This design comes from an exercise in tuning for small area, a short achievable clock period and few clock cycles on the open sky130 flow, not from production work. Function was checked by simulation only, so behaviour that the tests miss may differ from the original.

## rv_muldiv
module rv_muldiv #(
  parameter int g_width = 32
) (
  input  logic               clk_i,
  input  logic               rst_n_i,
  input  logic               x_stall_i,
  input  logic               x_kill_i,
  input  logic               d_valid_i,
  input  logic               d_is_muldiv_i,
  input  logic [2:0]         d_fun_i,
  input  logic [g_width-1:0] d_rs1_i,
  input  logic [g_width-1:0] d_rs2_i,
  output logic               x_stall_req_o,
  output logic [g_width-1:0] x_rd_o,
  output logic               x_done_o
);
For scale: ~3000 cells after synthesis, ~130 flip-flops, ~0.024 mm2 of cells after synthesis.
==> flow/config.mk <==
export PLATFORM = sky130hd
export DESIGN_NAME = rv_muldiv
export DESIGN_NICKNAME = rv_muldiv
export VERILOG_FILES = /design/flow/design.v
export SDC_FILE = /design/flow/constraint.sdc
export NUM_CORES = 4
export LEC_CHECK = 0
export ABC_CLOCK_PERIOD_IN_PS = 5000
export CAP_MARGIN = 20
export CORE_MARGIN = 2
export CORE_UTILIZATION = 55
export SETUP_SLACK_MARGIN = 4.5
export SLEW_MARGIN = 20
==> flow/constraint.sdc <==
create_clock -name core_clock -period 10.0 [get_ports {clk_i}]
set_input_delay 2.0000 -clock core_clock [delete_from_list [all_inputs] [get_ports {clk_i}]]
set_output_delay 2.0000 -clock core_clock [all_outputs]
set_load 0.01 [all_outputs]
run.sh (not shown) runs the stock make flow with config.mk's settings and CLKGATE_MAP_FILE= SYNTH_SCRIPT=/design/flow/synth_recipe.tcl, a recipe that flattens the netlist after the stock synthesis.
Testbench counts at the start, summed over its fixed seeds: cycles 19,097.
Next try:
--- a/flow/config.mk
+++ b/flow/config.mk
@@ -7,3 +7,3 @@
 export LEC_CHECK = 0
-export ABC_CLOCK_PERIOD_IN_PS = 5000
+export ABC_CLOCK_PERIOD_IN_PS = 4500
 export CAP_MARGIN = 20
@@ -11,3 +11,3 @@
 export CORE_UTILIZATION = 55
-export SETUP_SLACK_MARGIN = 4.5
+export SETUP_SLACK_MARGIN = 5.0
 export SLEW_MARGIN = 20
The new run finished clean. Cell count climbs by 2.6%. Via count goes up by 3.5%. Core utilization went up by 3.9 points. Global-route usage rose by 0.61 points. Worst setup slack got worse by 120 ps. Cell area is higher by 5.8%. Area after synthesis stays the same. Hold slack gets worse by 7.4 ps.

========
rv_muldiv, a different RTL version from the one above (not shown whole).
Size in the first run: ~3400 cells after synthesis, roughly 23000 sq um of cells after synthesis.
clock: 10.0 ns
lec_check: 0
abc_area: 1
cap_margin: 20
core_margin: 2
core_utilization: 45
place_density: 0.75
setup_slack_margin: 5.0
slew_margin: 20
standard.sh (not shown) runs the stock make flow with config.mk's settings and CLKGATE_MAP_FILE= SYNTH_SCRIPT=/design/flow/synth_recipe.tcl, a recipe that flattens the netlist after the stock synthesis.
==> flow/flow/run.sh <==
#!/bin/bash
set -euo pipefail
export BUFFER_PORTS_ARGS="-buffer_cell sky130_fd_sc_hd__buf_2"
bash standard.sh finish > standard_run.log 2>&1
Testbench counts at the start, summed over its fixed seeds: cycles 21,105.
Rerun with:
Settings changed: CORE_UTILIZATION 45 to 50.
Outcome:
- The changed run finished with timing, DRC and antenna clean
- area after synthesis is unchanged
- wire length falls by 2.5%
- cell area falls by 0.72%
- fmax falls by 0.36%
- global-route usage rises by 3.0 points
- worst setup slack gets worse by 0.018 ns
- via count rises by 0.84%
- final cell count falls by 1.8%
- worst hold slack gets worse by 0.022 ns

========
## run a
rv_muldiv, a different RTL version from the one above (not shown whole).
For scale: ~3400 cells after synthesis, about 130 flip-flops, ~110 I/O pins, roughly 0.022 mm² of cells after synthesis.
export LEC_CHECK = 0
export ABC_AREA = 1
export CAP_MARGIN = 20
export CORE_MARGIN = 2
export CORE_UTILIZATION = 45
export SETUP_SLACK_MARGIN = 5.0
export SLEW_MARGIN = 20
create_clock -name core_clock -period 10.0 [get_ports {clk_i}]
Scripts as last shown in full above: flow/flow/run.sh
Run a: all stages complete, timing, DRC and antenna checks passed
Testbench counts of run a, summed over its fixed seeds: cycles 21,290.
Relative to run a, the following input files were edited for run b:
Settings: SETUP_SLACK_MARGIN: 5.0 -> 4.8; CTS_BUF_LIST: unset -> sky130_fd_sc_hd__clkbuf_4 sky130_fd_sc_hd__clkbuf_8.
The final reports for run b and run a show depth of the critical timing path with buffers and inverters included lower in the former.
Number of global-route vias before repair came out lower on run b than on run a.
Taking run b over run a, the DRC violation total after the first TritonRoute iteration ratio works out to 0.928.
Any difference in via-per-instance ratio between run a and run b is small enough to ignore.
Run b has less setup slack than run a.

========
rv_muldiv, a different RTL version from the one above (not shown whole).
Size in the first run: roughly 3500 cells after synthesis, about 110 I/O pins.
==> flow/config.mk <==
export PLATFORM = sky130hd
export DESIGN_NAME = rv_muldiv
export DESIGN_NICKNAME = rv_muldiv
export VERILOG_FILES = /design/flow/design.v
export SDC_FILE = /design/flow/constraint.sdc
export NUM_CORES = 4
export LEC_CHECK = 0
export ABC_AREA = 1
export CAP_MARGIN = 20
export CORE_MARGIN = 2
export CORE_UTILIZATION = 45
export PLACE_DENSITY = 0.88
export SETUP_SLACK_MARGIN = 4.8
export SLEW_MARGIN = 20
==> flow/constraint.sdc <==
create_clock -name core_clock -period 10.0 [get_ports {clk_i}]
set_input_delay 2.0000 -clock core_clock [delete_from_list [all_inputs] [get_ports {clk_i}]]
set_output_delay 2.0000 -clock core_clock [all_outputs]
set_load 0.01 [all_outputs]
Scripts as last shown in full above: flow/flow/run.sh
The starting point completed with no timing, DRC or antenna violations.
Testbench counts at the start, summed over its fixed seeds: cycles 21,290.
Then changed:
Settings changed: PLACE_DENSITY 0.88 to 0.75.
What happened: Cell count barely changes. Global-route usage fell by 0.20 points. Non-clock buffer count rises by 3. Critical path depth went down by 1. Die area does not change. Design area stays flat. Via count fell by 1.5%. Hold slack is better by 0.016 ns. Routed wire length drops by 1.3%. Synthesized area does not change.
Then changed:
Settings changed: PLACE_DENSITY 0.75 to default.
What happened: Routed wire length goes up by 10%. Global-route usage goes up by 3.7 points. Worst hold slack is better by 0.025 ns. Final cell count grows by 0.57%. Design area went up by 1.3%. Critical path depth went up by 3. Area after synthesis does not change. Clock-buffer cell count does not change. Utilization rises by 0.64 points. Non-clock buffer count climbs by 18.
Then changed:
Settings changed: ABC_AREA 1 to default, PLACE_DENSITY from default to 0.75.
After rerunning:
- The new run produced a clean layout
- global-route usage shrinks by 2.9 points
- fmax falls by 8.1%
- cell area goes up by 0.52%
- register-to-register slack is worse by 0.08 ns
Then changed:
Settings changed: ABC_AREA from default to 1, SETUP_SLACK_MARGIN 4.8 to 5.0, TNS_END_PERCENT from default to 10.
=>
- wire length increases by a few percent
- utilization decreases by 4.5 points
- final area decreases slightly
- clock-buffer cell count decreases by 3
- global-route usage decreases by 0.75 points
- hold slack gains 0.015 ns
- synthesized area increases by a little under a tenth
- clock skew barely changes
- maximum frequency increases by roughly a tenth

========
Another version of the RTL of rv_muldiv (not shown whole).
Size in the first run: ~2700 cells after synthesis, about 22000 µm² of cells after synthesis.
// rv_muldiv
module rv_muldiv #(
  parameter int g_width = 32
) (
  input  logic               clk_i,
  input  logic               rst_n_i,
  input  logic               x_stall_i,
  input  logic               x_kill_i,
  input  logic               d_valid_i,
  input  logic               d_is_muldiv_i,
  input  logic [2:0]         d_fun_i,
  input  logic [g_width-1:0] d_rs1_i,
  input  logic [g_width-1:0] d_rs2_i,
  output logic               x_stall_req_o,
  output logic [g_width-1:0] x_rd_o,
  output logic               x_done_o
);
clock: 10.0 ns
lec_check: 0
cap_margin: 20
core_margin: 2
core_utilization: 40
slew_margin: 20
run.sh (not shown) runs the stock make flow with config.mk's settings and CLKGATE_MAP_FILE= SYNTH_SCRIPT=/design/flow/synth_recipe.tcl, a recipe that flattens the netlist after the stock synthesis.
Stock flow here: none of the scripts above is used.
Testbench counts at the start, summed over its fixed seeds: cycles 21,290.
Then changed:
- ABC_CLOCK_PERIOD_IN_PS: default -> 5000
- CORE_UTILIZATION: 40 -> 55
- SETUP_SLACK_MARGIN: default -> 4.5
Synthesized area stays the same.
Final cell count fell slightly.
Register-to-register slack improves by 860 ps.
Setup slack is better by 1100 ps.

========
Another version of the RTL of rv_muldiv (not shown whole).
Size: about 3500 cells after synthesis, ~130 flip-flops, roughly 110 I/O pins.
Settings: LEC_CHECK=0, ABC_AREA=1, CAP_MARGIN=20, CORE_MARGIN=2, CORE_UTILIZATION=45, SETUP_SLACK_MARGIN=4.4, SLEW_MARGIN=20; clock period 10.0 ns.
Testbench counts at the start, summed over its fixed seeds: cycles 21,290.
Change:
==> flow/flow/run.sh (new file) <==
#!/bin/bash
set -euo pipefail
export BUFFER_PORTS_ARGS="-buffer_cell sky130_fd_sc_hd__buf_2"
bash standard.sh finish > standard_run.log 2>&1
==> flow/standard.sh (new file) <==
#!/bin/bash
# synth_recipe.tcl (not shown) runs the flow's synth.tcl, then flattens the netlist and writes it again
# the make line also repeats each setting of config.mk as NAME=value (left out here)
make -C /OpenROAD-flow-scripts/flow DESIGN_CONFIG=/design/flow/config.mk WORK_HOME=/design/flow/orfs CLKGATE_MAP_FILE= SYNTH_SCRIPT=/design/flow/synth_recipe.tcl "${@:-finish}"
removed: flow/run.sh
Result: The new run completed with no timing, DRC or antenna violations. Setup slack degrades by 16 ps. Routed wire length hardly moves. Die area is unchanged.

========
Setup of build 55:
RTL: one of the versions met above, not the one the previous note started from.
Size: about 3500 cells after synthesis, ~130 flip-flops, about 110 I/O pins, ~0.022 mm^2 of cells after synthesis.
export LEC_CHECK = 0
export ABC_AREA = 1
export CAP_MARGIN = 20
export CORE_MARGIN = 2
export CORE_UTILIZATION = 45
export PLACE_DENSITY = 0.75
export SETUP_SLACK_MARGIN = 5.0
export SLEW_MARGIN = 20
create_clock -name core_clock -period 10.0 [get_ports {clk_i}]
standard.sh (not shown) runs the stock make flow with config.mk's settings and CLKGATE_MAP_FILE= SYNTH_SCRIPT=/design/flow/synth_recipe.tcl, a recipe that flattens the netlist after the stock synthesis.
==> flow/flow/run.sh <==
#!/bin/bash
set -euo pipefail
export BUFFER_PORTS_ARGS="-buffer_cell sky130_fd_sc_hd__buf_2"
bash standard.sh SETUP_SLACK_MARGIN=5.3 finish > standard_run.log 2>&1
Testbench counts of build 55, summed over its fixed seeds: cycles 21,290.
For build 83, these inputs were changed with respect to build 55:
==> flow/flow/run.sh <==
#!/bin/bash
set -euo pipefail
export BUFFER_PORTS_ARGS="-buffer_cell sky130_fd_sc_hd__buf_2"
bash standard.sh finish > standard_run.log 2>&1
Notes after the runs:
Build 83 was carried through to the last stage, and its layout satisfied the timing, DRC and antenna checks. When build 83 is measured against build 55, its smallest hold slack turns out 0.0053 ns lower. Synthesis-to-finish area growth, build 83 and build 55, lower one = build 83. Going from build 55 to build 83, area of the multi-input gates saw a decrease; design area saw a decrease; overall die height saw little to no change.
Edits applied to the flow inputs when going from build 83 to build 20:
==> flow/flow/run.sh <==
#!/bin/bash
set -euo pipefail
export BUFFER_PORTS_ARGS="-buffer_cell sky130_fd_sc_hd__buf_1"
bash standard.sh finish > standard_run.log 2>&1
==> run summary <==
From build 83 to build 20 the numbers moved as follows: average wire per cell in the routed design fell by about 0.7%, final cell count without fillers went up by 19, number of non-clock inverters about even. Build 20 vs. build 83: setup slack moved down. The fraction of the cycle the final worst path needs was comparable across build 20 and build 83. Between build 20 and build 83, detailed placer's ending HPWL is higher for build 83, build 20 comes in under that. Comparing build 83 against build 20, there is no change at all in initial cell density of the core. Category of the critical setup timing path: reg2reg -> build 20, reg2out -> build 83. Taking build 83 as the reference, in build 20 sequential share of layout area saw little to no change; footprint of the multi-input gates saw a decrease.

re-timing with driven ports:
No port has a modelled driver above. Below, the same layouts with a new extraction and two added sets of constraints. Step 1 sets driving cells, clkbuf_16 on the clock port and buf_2 on the other inputs (assumed; they add their load-dependent delay and slew). Step 2 also shifts input and output timing later by t, the mid clock arrival at the registers, as if the neighbouring blocks saw the same clock. Three values: no drivers, after step 1, after step 2; two values: the first two.
run	shift t [ns]	setup WS [ns]	latest minus earliest clock arrival (ns)
the first run of note 1	0.510	4.287 / 4.287 / 3.827	0.015 / 0.015
the second run of note 1	0.506	4.162 / 4.162 / 3.983	0.017 / 0.017
the first run of note 2	0.527	5.076 / 5.019 / 4.724	0.019 / 0.020
the second run of note 2	0.528	5.059 / 5.003 / 4.764	0.013 / 0.013
run a	0.538	4.963 / 4.930 / 4.963	0.020 / 0.021
run b	0.608	4.827 / 4.765 / 4.884	0.030 / 0.030
the first run of note 4	0.534	4.799 / 4.799 / 4.799	0.013 / 0.013
the second run of note 4	0.535	4.879 / 4.879 / 4.879	0.011 / 0.012
the third run of note 4	0.554	4.843 / 4.843 / 4.843	0.019 / 0.018
the fourth run of note 4	0.508	4.390 / 4.335 / 4.295	0.017 / 0.017
the fifth run of note 4	0.545	4.924 / 4.867 / 5.000	0.016 / 0.016
the first run of note 5	0.520	3.327 / 3.269 / 3.383	0.016 / 0.015
the second run of note 5	0.510	4.408 / 4.390 / 4.150	0.017 / 0.017
the first run of note 6	0.534	4.486 / 4.462 / 4.462	0.010 / 0.010
the second run of note 6	0.538	4.470 / 4.470 / 4.470	0.013 / 0.013
build 55	0.536	5.049 / 4.994 / 5.136	0.017 / 0.017
build 83	0.544	5.033 / 4.975 / 5.060	0.014 / 0.013
build 20	0.518	5.021 / 4.965 / 5.021	0.014 / 0.013
After both steps every run listed still meets setup and hold. The setup slack of the first run of note 1, which loses most, moves by 0.000 ns with the drivers and by -0.460 ns with both steps.
